This design comes from an exercise in tuning for small area, a short achievable clock period and few clock cycles per item on the open sky130 flow, not from production work.
Only simulation tests tie the RTL to the original design; equivalence was not proved.

==> trial 10 <==
// frustum_sphere_cull_unit
module frustum_sphere_cull_unit #(
  parameter int FRAC_BITS = fsc_pkg::FSC_FRAC_BITS
) (
  input  logic               clk,
  input  logic               rst,
  input  logic               start,
  output logic               busy,
  input  logic [1:0]         op,
  input  logic [3:0]         elem_index,
  input  logic signed [31:0] elem_value,
  input  logic signed [31:0] center_x,
  input  logic signed [31:0] center_y,
  input  logic signed [31:0] center_z,
  input  logic [30:0]        sphere_radius,
  output logic               done,
  output logic               inside_res,
  output logic [2:0]         culling_plane
);
==> flow/config.mk <==
export PLATFORM = sky130hd
export DESIGN_NAME = frustum_sphere_cull_unit
export DESIGN_NICKNAME = frustum_sphere_cull_unit
export VERILOG_FILES = /design/flow/design.v
export SDC_FILE = /design/flow/constraint.sdc
export NUM_CORES = 4
export LEC_CHECK = 0
export CAP_MARGIN = 20
export CORE_MARGIN = 2
export CORE_UTILIZATION = 45
export GPL_ROUTABILITY_DRIVEN = 1
export SETUP_SLACK_MARGIN = 5
export SLEW_MARGIN = 20
==> flow/constraint.sdc <==
create_clock -name core_clock -period 12.0 [get_ports {clk}]
set_input_delay 2.4000 -clock core_clock [delete_from_list [all_inputs] [get_ports {clk}]]
set_output_delay 2.4000 -clock core_clock [all_outputs]
set_load 0.01 [all_outputs]
run.sh (not shown) runs the stock make flow with config.mk's settings and CLKGATE_MAP_FILE= SYNTH_SCRIPT=/design/flow/synth_recipe.tcl, a recipe that flattens the netlist after the stock synthesis.
==> build 73: changes against trial 10 <==
Settings changed: CORE_UTILIZATION 45 to 35.
==> trial 69: changes against trial 10 <==
--- a/flow/design.v
+++ b/flow/design.v
@@ -99,22 +99,25 @@
   input  logic signed [31:0] center_y,
   input  logic signed [31:0] center_z,
   input  logic [30:0]        sphere_radius,
   output logic               done,
   output logic               inside_res,
   output logic [2:0]         culling_plane
 );
   function automatic logic signed [31:0] sat32(input logic signed [65:0] x);
-    if (&x[65:31] || ~|x[65:31]) sat32 = x[31:0];
-    else                         sat32 = x[65] ? 32'sh80000000 : 32'sh7fffffff;
-  endfunction
-  function automatic logic signed [31:0] sat33(input logic signed [32:0] x);
-    if (x[32] == x[31]) sat33 = x[31:0];
-    else                sat33 = x[32] ? 32'sh80000000 : 32'sh7fffffff;
+    logic signed [31:0] r;
+    if (x > 66'sd2147483647) begin
+      r = 32'sh7fffffff;
+    end else if (x < -66'sd2147483648) begin
+      r = 32'sh80000000;
+    end else begin
+      r = x[31:0];
+    end
+    sat32 = r;
   endfunction
   localparam logic [65:0] KC_TEST = 66'h3fff80001ffffffff;   
   localparam logic [65:0] KC_ZERO = 66'h3fff8000200000000;   
   localparam logic [65:0] KC_SHFT = 66'h3fffd5550aaac0000;   
   logic signed [31:0] vm [16];
   logic signed [31:0] pm [16];
   logic signed [31:0] cm [16];           
   logic signed [17:0] pn0 [6];
@@ -185,20 +188,20 @@
   logic signed [31:0] qv [4];
   logic signed [31:0] qr [4];
   logic [1:0]         q_axis;
   logic               q_sub;
   assign q_axis = qp_r[2:1];
   assign q_sub  = (qp_r == 3'd0) || (qp_r == 3'd3) || (qp_r == 3'd4);
   always_comb begin
     for (int j = 0; j < 4; j++) begin
-      logic signed [32:0] w, o;
-      w = 33'(cm[j*4+3]);
-      o = 33'(cm[j*4+q_axis]);
-      qv[j] = sat33(q_sub ? (w - o) : (w + o));
+      logic signed [65:0] w, o;
+      w = 66'(cm[j*4+3]);
+      o = 66'(cm[j*4+q_axis]);
+      qv[j] = sat32(q_sub ? (w - o) : (w + o));
     end
   end
   always_ff @(posedge clk) begin
     for (int j = 0; j < 4; j++) qr[j] <= qv[j];
     qr_plane <= qp_r;
   end
   logic        accept;
   logic        s1_le0, s1_cull, s1_test, s1_end, emit;
@@ -230,82 +233,42 @@
     for (int k = 0; k < 4; k++) begin
       logic [31:0] pe;
       vj[k] = vm[{mj, 2'(k)}];
       pe    = pm[{2'(k), m_col}];
       ph[k] = {{2{pe[31]}}, pe[31:16]};
       pl[k] = {2'b00, pe[15:0]};
     end
   end
-  logic       sel_r, ok_r;
-  logic [2:0] psel_r;
-  function automatic logic [4:0] choose(input logic [1:0] cn, input logic [1:0] pd,
-                                        input logic od, input logic [2:0] p0,
-                                        input logic [2:0] p1);
-    logic [1:0] go;
-    logic       sl;
-    go = cn & ~pd;
-    if (go[0] && go[1]) sl = od;
-    else if (go[0])     sl = 1'b0;
-    else if (go[1])     sl = 1'b1;
-    else                sl = !cn[0];
-    choose = {sl, cn[0] || cn[1], sl ? p1 : p0};
-  endfunction
-  logic       acc_t;
-  logic [5:0] prdy_n;
-  logic [4:0] ch [4];
-  always_comb begin
-    acc_t  = accept && (op == 2'd2);
-    prdy_n = prdy;
-    if (rb_start) prdy_n = 6'b0;
-    else if (plane_fin) prdy_n[fin_plane] = 1'b1;
-    for (int h = 0; h < 4; h++) begin
-      logic       cl, en, is, old_n;
-      logic [1:0] oc, nr, cn, pd;
-      logic [2:0] pp [2];
-      cl = h[0] && s1_test && !s1_deg;
-      en = s1_test && (cl || s1_plane == 3'd5);
-      is = sel_ok && !(cl && s1_slot == sel);
-      old_n = h[1] ? !occ[0] : old;
-      for (int i = 0; i < 2; i++) begin
-        logic nw;
-        nw    = h[1] && !busy && (occ[0] == 1'(i));
-        oc[i] = (occ[i] && !(en && s1_slot == 1'(i))) || nw;
-        nr[i] = rb_start ? 1'b0 : (nw ? stale : nrb[i]);
-        pp[i] = nw ? 3'd0 : ((is && sel == 1'(i)) ? sp[i] + 3'd1 : sp[i]);
-        pd[i] = is && (sel == 1'(i));
-        cn[i] = oc[i] && !nr[i] && (pp[i] != 3'd6) && prdy_n[pp[i]];
-      end
-      ch[h] = choose(cn, pd, old_n, pp[0], pp[1]);
-    end
-  end
-  always_ff @(posedge clk) begin
-    if (rst) begin
-      ok_r <= 1'b0;
-    end else begin
-      {sel_r, ok_r, psel_r} <= ch[{acc_t, s1_cull}];
-    end
-  end
   always_comb begin
-    sel    = sel_r;
-    sel_ok = ok_r;
-    sel_p  = psel_r;
+    logic [1:0] pend, free_to_go;
+    for (int i = 0; i < 2; i++) begin
+      can[i]  = occ[i] && !nrb[i] && (sp[i] != 3'd6) && prdy[sp[i]] && !m_clip && !m_sq;
+      pend[i] = (s1_kind == K_TEST) && (s1_slot == 1'(i));
+      free_to_go[i] = can[i] && !pend[i];
+    end
+    if (free_to_go[0] && free_to_go[1]) sel = old;
+    else if (free_to_go[0])             sel = 1'b0;
+    else if (free_to_go[1])             sel = 1'b1;
+    else                                sel = !can[0];
+    sel_ok = can[0] || can[1];
+    sel_p  = sp[sel];
     tb0  = pn0[sel_p];
     tb1  = pn1[sel_p];
     tb2  = pn2[sel_p];
     tb3  = pn3[sel_p];
     tdeg = pdeg[sel_p];
   end
   always_comb begin
     ma0 = '0; ma1 = '0; ma2 = '0;
     mb0 = '0; mb1 = '0; mb2 = '0;
     mf = '0;
     m_first = 1'b0;
     m_last  = 1'b0;
-    if (!sel_ok && !m_is_sq) begin
+    if (m_clip) begin
       case (mph)
         2'd0: begin
           ma0 = vj[0]; mb0 = ph[0];
           ma1 = vj[1]; mb1 = ph[1];
           ma2 = vj[2]; mb2 = ph[2];
           m_first = 1'b1;
         end
         2'd1: begin
@@ -316,17 +279,17 @@
         end
         default: begin
           ma0 = vj[2]; mb0 = pl[2];
           ma1 = vj[3]; mb1 = pl[3];
           mf = 3'b011;
           m_last = 1'b1;
         end
       endcase
-    end else if (!sel_ok) begin
+    end else if (m_sq) begin
       ma0 = qr[0]; ma1 = qr[1]; ma2 = qr[2];
       if (!msq_lo) begin
         mb0 = {{2{qr[0][31]}}, qr[0][31:16]};
         mb1 = {{2{qr[1][31]}}, qr[1][31:16]};
         mb2 = {{2{qr[2][31]}}, qr[2][31:16]};
         m_first = 1'b1;
       end else begin
         mb0 = {2'b00, qr[0][15:0]};
@@ -490,18 +453,18 @@
       4'd3: begin m_is_sq = 1'b1; m_sq_plane = 3'd1; end
       4'd5: begin m_is_sq = 1'b1; m_sq_plane = 3'd2; end
       4'd6: begin m_is_sq = 1'b1; m_sq_plane = 3'd3; end
       4'd8: begin m_is_sq = 1'b1; m_sq_plane = 3'd4; end
       4'd9: begin m_is_sq = 1'b1; m_sq_plane = 3'd5; end
       default: ;
     endcase
   end
-  assign m_clip = rb_active && !sel_ok && (mgap == 2'd0) && !m_is_sq && (mt != 4'd10);
-  assign m_sq   = rb_active && !sel_ok && m_is_sq && (mgap == 2'd0) && (qr_plane == m_sq_plane) &&
+  assign m_clip = rb_active && (mgap == 2'd0) && !m_is_sq && (mt != 4'd10);
+  assign m_sq   = rb_active && m_is_sq && (mgap == 2'd0) && (qr_plane == m_sq_plane) &&
                   (msq_lo || (!ss_valid && !sq_inflight));
   always_ff @(posedge clk) begin
     if (rst) begin
       rb_active   <= 1'b0;
       mt          <= 4'd0;
       m_col       <= 2'd3;
       mj          <= 2'd0;
       mph         <= 2'd0;
@@ -559,21 +522,20 @@
     if (m_sq && !msq_lo) ss_plane <= m_sq_plane;
     qp_r <= (sq_done || (sq_busy && sq_cnt >= 4'd14)) ? sq_plane : m_sq_plane;
   end
   assign sq_start = ss_valid && !sq_busy && !sq_done;
   assign sq_hand   = sq_done && !dv_busy && ((sq_root == 32'd0) || (qr_plane == sq_plane));
   assign div_start = sq_hand && (sq_root != 32'd0);
   function automatic logic [67:0] sq_step(input logic [35:0] rem, input logic [31:0] root,
                                           input logic [1:0] b);
-    logic [35:0] r1;
-    logic [36:0] df;
+    logic [35:0] r1, t;
     r1 = {rem[33:0], b};
-    df = {1'b0, r1} - {3'b000, root, 2'b01};
-    if (!df[36]) sq_step = {df[35:0], root[30:0], 1'b1};
+    t  = {2'b00, root, 2'b01};
+    if (r1 >= t) sq_step = {r1 - t, root[30:0], 1'b1};
     else         sq_step = {r1, root[30:0], 1'b0};
   endfunction
   always_ff @(posedge clk) begin
     if (rst) begin
       sq_busy <= 1'b0;
       sq_done <= 1'b0;
     end else begin
       if (sq_start) begin
@@ -600,21 +562,19 @@
       sq_root <= t2[31:0];
       sq_sh   <= {sq_sh[59:0], 4'b0};
       sq_cnt  <= sq_cnt + 4'd1;
     end
   end
   function automatic logic [32:0] dv_step(input logic [31:0] rem, input logic [31:0] d,
                                           input logic b);
     logic [32:0] r2;
-    logic [33:0] df;
     r2 = {rem, b};
-    df = {1'b0, r2} - {2'b00, d};
-    if (!df[33]) dv_step = {df[31:0], 1'b1};
-    else         dv_step = {r2[31:0], 1'b0};
+    if (r2 >= {1'b0, d}) dv_step = {r2[31:0] - d, 1'b1};
+    else                 dv_step = {r2[31:0], 1'b0};
   endfunction
   logic [31:0] qmag [4];
   always_comb begin
     for (int j = 0; j < 4; j++) begin
       qmag[j] = qr[j][31] ? (~qr[j] + 32'd1) : qr[j];
     end
   end
   assign dv_last = dv_busy && (dv_cnt == 5'd16);
Settings changed: CORE_UTILIZATION 45 to 35, SETUP_SLACK_MARGIN 5 to not set.
==> qor summary <==
item	trial 69	build 73	trial 10
Fin crit period	10.0 ns	7.07 ns	6.99 ns
Vias in the first global route	145,000	142,000	142,000
Run status	finished clean	finished clean	finished clean
Overall fraction of global-route tracks in use	25.0%	23.8%	30.4%
FMAX	100 MHz	141 MHz	143 MHz
Count of different cell masters after synthesis	128	110	110
Wl on met1	302 mm	299 mm	290 mm
Filler instances	56,400	56,100	40,500
Final wirelength	776 mm	743 mm	733 mm
Unrepaired setup endpoints after global routing	false	true	true
Post-cts sizing count	0	167	177
Clk cell area share	5.35%	5.40%	5.44%
Testbench counts of trial 10, summed over its fixed seeds: cycles 17,475, tests 2,304.
Testbench counts of build 73, summed over its fixed seeds: cycles 17,475, tests 2,304.
Testbench counts of trial 69, summed over its fixed seeds: cycles 17,466, tests 2,304.

-- separate check: timing with driven ports --
No port has a modelled driver above. Below, the same layouts with a new extraction and two added sets of constraints. Step 1 (the two cells are an assumption about what drives the block):
set clk [get_ports {clk}]
set_driving_cell -lib_cell sky130_fd_sc_hd__clkbuf_16 $clk
set_driving_cell -lib_cell sky130_fd_sc_hd__buf_2 [delete_from_list [all_inputs] $clk]
Step 2 also shifts input and output timing later by t, the mid clock arrival at the registers, as if the neighbouring blocks saw the same clock. a / b / c = ideal ports / drivers / drivers and shift; a / b = the first two.
run	t, ns	setup WS [ns]	cell pins on the clock port's net
trial 10	1.128	5.011 / 5.011 / 5.011	1
build 73	1.164	4.933 / 4.933 / 4.933	1
trial 69	1.172	2.002 / 2.002 / 2.002	1
After both steps setup and hold are still met in every run listed.
